Context: an optimization exercise on an open-source flow, tuned for small area, a short achievable clock period and few clock cycles per item. The choices shown serve that exercise and are no tape-out recipe. The RTL was checked by simulation tests, not by an equivalence proof against the original design. No activity file was given, so power comes from the tool's default toggle rates.

Setup of north:
// lbm_moments
module lbm_moments #(
  parameter int DATA_WIDTH = 32,
  parameter int FRAC_BITS  = 24
) (
  input  logic                          clock_50,
  input  logic                          arst_n,
  input  logic                          req,
  input  logic [lbm_pkg::q_dirs*DATA_WIDTH-1:0]  fin,
  output logic                          ack,
  output logic signed [DATA_WIDTH-1:0]  rho,
  output logic signed [DATA_WIDTH-1:0]  ux,
  output logic signed [DATA_WIDTH-1:0]  uy,
  output logic                          dbz,
  output logic                          ovf_x,
  output logic                          ovf_y
);
Settings: LEC_CHECK=0, ABC_CLOCK_PERIOD_IN_PS=3000, CAP_MARGIN=20, CORE_MARGIN=2, CORE_UTILIZATION=40, SETUP_SLACK_MARGIN=4.3, SLEW_MARGIN=20, TNS_END_PERCENT=0; clock period 8.0 ns.
standard.sh (not shown) runs the stock make flow with config.mk's settings and CLKGATE_MAP_FILE= SYNTH_SCRIPT=/design/flow/synth_recipe.tcl, a recipe that flattens the netlist after the stock synthesis.
==> flow/flow/run.sh <==
#!/bin/bash
set -e
cp standard.sh standard.sh.txt
export BUFFER_PORTS_ARGS="-buffer_cell sky130_fd_sc_hd__buf_1"
export CTS_ARGS="-sink_clustering_enable -repair_clock_nets -dont_use_dummy_load"
bash standard.sh > standard.log 2>&1
north reached the end of the flow, and the finished layout is clean on the timing, DRC and antenna checks.
Testbench counts of north, summed over its fixed seeds: cycles 11,803, items 384.
The following lists how south was set up differently from north:
Settings: TNS_END_PERCENT no longer set, was 0; SETUP_SLACK_MARGIN now 5, was 4.3.
==> flow/flow/run.sh <==
#!/bin/bash
set -e
cp standard.sh standard.sh.txt
export BUFFER_PORTS_ARGS="-buffer_cell sky130_fd_sc_hd__buf_1"
export CTS_ARGS="-sink_clustering_enable -repair_clock_nets -dont_use_dummy_load -sink_clustering_size 24 -sink_clustering_max_diameter 120"
bash standard.sh > standard.log 2>&1
## What came out
south against north: insertion delay of the later-clocked pin in the worst-skew pair now smaller; maximum vdd ir drop now smaller.
south against north; first-pass GRT wire length is up by a few percent.
Compared with north, south shows share of the core filled with cells in the final layout higher by 8.7 points.
Taking north as the reference point, the non-clock buffer count of south rises by 45%.
Final cycle utilization of the critical path: south and north compared, lower one is south
Portion of the layout cell area used by clock cells was lower in south than in north.
Setup changes, south to east
Settings: GPL_ROUTABILITY_DRIVEN newly set to 0; TNS_END_PERCENT newly set to 0.
==> flow/flow/run.sh <==
#!/bin/bash
set -e
cp standard.sh standard.sh.txt
export BUFFER_PORTS_ARGS="-buffer_cell sky130_fd_sc_hd__buf_1"
export CTS_ARGS="-sink_clustering_enable -repair_clock_nets -dont_use_dummy_load"
bash standard.sh > standard.log 2>&1
--- outcome ---
Clock sink total came out exactly the same in south and east. Compared with south, east shows a total routed wirelength that is 3700 um lower. Lower cell count of the worst hold path among south and east: south. Min share of total power in the clock network across south and east: south. Sort south and east by switching part of the total power desc -> top: east. east vs south: global-route usage down in east. Number of buffer and inverter stages on the critical path: east lower than south. Looking at clock network latency to the later pin of the worst-skew pair, east sits 0.04 ns above south. Relative to south, instance area at placement decreased by 93 um^2 in east. In the tables for south and east, shortest clock period the worst path allows after layout reads higher with south.
> inputs changed (east -> west)
Settings: setting GPL_TIMING_DRIVEN to 0 for the first time.
Notes after the runs:
- met4 as the highest metal layer with signal wires was reported by west, and met5 by east.
- Summary: with east as the reference, first-pass GRT wire length in west moved up by more than 10%.
- Comparing number of iterations in the first detailed-routing pass for west and east, the bigger number came from west.
- Combinational fraction of design power was lower in east than in west.

## the previous run
lbm_moments again, from the RTL that the note above started with.
## lbm_moments
module lbm_moments #(
  parameter int DATA_WIDTH = 32,
  parameter int FRAC_BITS  = 24
) (
  input  logic                          clock_50,
  input  logic                          arst_n,
  input  logic                          req,
  input  logic [lbm_pkg::q_dirs*DATA_WIDTH-1:0]  fin,
  output logic                          ack,
  output logic signed [DATA_WIDTH-1:0]  rho,
  output logic signed [DATA_WIDTH-1:0]  ux,
  output logic signed [DATA_WIDTH-1:0]  uy,
  output logic                          dbz,
  output logic                          ovf_x,
  output logic                          ovf_y
);
==> flow/config.mk <==
export PLATFORM = sky130hd
export DESIGN_NAME = lbm_moments
export DESIGN_NICKNAME = lbm_moments
export VERILOG_FILES = /design/flow/design.v
export SDC_FILE = /design/flow/constraint.sdc
export NUM_CORES = 4
export LEC_CHECK = 0
export ABC_CLOCK_PERIOD_IN_PS = 3000
export CAP_MARGIN = 20
export CORE_MARGIN = 2
export CORE_UTILIZATION = 40
export GPL_ROUTABILITY_DRIVEN = 0
export PLACE_DENSITY = 0.5
export SETUP_SLACK_MARGIN = 5
export SLEW_MARGIN = 20
export TNS_END_PERCENT = 0
==> flow/constraint.sdc <==
create_clock -name core_clock -period 8.0 [get_ports {clock_50}]
set_input_delay 1.6000 -clock core_clock [delete_from_list [all_inputs] [get_ports {clock_50}]]
set_output_delay 1.6000 -clock core_clock [all_outputs]
set_load 0.01 [all_outputs]
==> flow/flow/run.sh <==
#!/bin/bash
set -e
cp standard.sh standard.sh.txt
export BUFFER_PORTS_ARGS="-buffer_cell sky130_fd_sc_hd__buf_1"
export CTS_ARGS="-sink_clustering_enable -repair_clock_nets -dont_use_dummy_load"
bash standard.sh > standard.log 2>&1
The final layout from the previous run, which completed every stage, passed the timing, DRC and antenna checks at the end of the flow.
Testbench counts of the previous run, summed over its fixed seeds: cycles 11,803, items 384.
What the current run does differently from the previous run at the input level:
- clearing TNS_END_PERCENT, which used to be 0
- swapping 5 for 4.4 in SETUP_SLACK_MARGIN
- clearing PLACE_DENSITY, which used to be 0.5
- clearing GPL_ROUTABILITY_DRIVEN, which used to be 0
### Flow results
For the previous run and the current run, there was not a single run that failed to finish clean. The current run: worst hold slack across all endpoints 0.0061 ns above the previous run. | instance area after placement | the previous run vs the current run | ≈ equal |. Diff the previous run -> the current run | non-clock buffering overhead in the final layout | increase of 2.7 points. Setup slack in the current run is smaller than in the previous run. Changes observed in the current run relative to the previous run: cell area rose by about 6%; share of power burned in combinational logic rose by 3.5 points.

==> what the ideal ports hide <==
In the flow no input, the clock included, has a driving cell. The finished layouts below were timed again as built, in two steps.
Step 1, drivers: a clkbuf_16 drives clock_50 and a buf_2 each remaining input, both assumed.
Step 2 moves the port delays by t, midway between the first and last clock arrival at a register: inputs arrive t later, outputs are due t later. That takes back most of the time a late clock gives input paths.
Slacks: no drivers / after step 1 / after step 2; pairs: no drivers / after step 1.
run | t (ns) | setup WS [ns] | worst hold slack (ns) | worst slew at a driven data input, ns
north | 0.627 | 4.255 / 4.255 / 4.255 | 0.468 / 0.468 / 0.468 | 0.17
south | 0.563 | 4.319 / 4.319 / 4.319 | 0.486 / 0.486 / 0.486 | 0.14
east | 0.607 | 4.348 / 4.348 / 4.348 | 0.470 / 0.470 / 0.470 | 0.11
west | 0.621 | 4.105 / 4.105 / 4.105 | 0.465 / 0.465 / 0.465 | 0.11
the previous run | 0.608 | 4.295 / 4.295 / 4.295 | 0.476 / 0.476 / 0.476 | 0.11
the current run | 0.609 | 4.245 / 4.245 / 4.245 | 0.483 / 0.483 / 0.483 | 0.19
After both steps setup and hold are still met in every run listed.
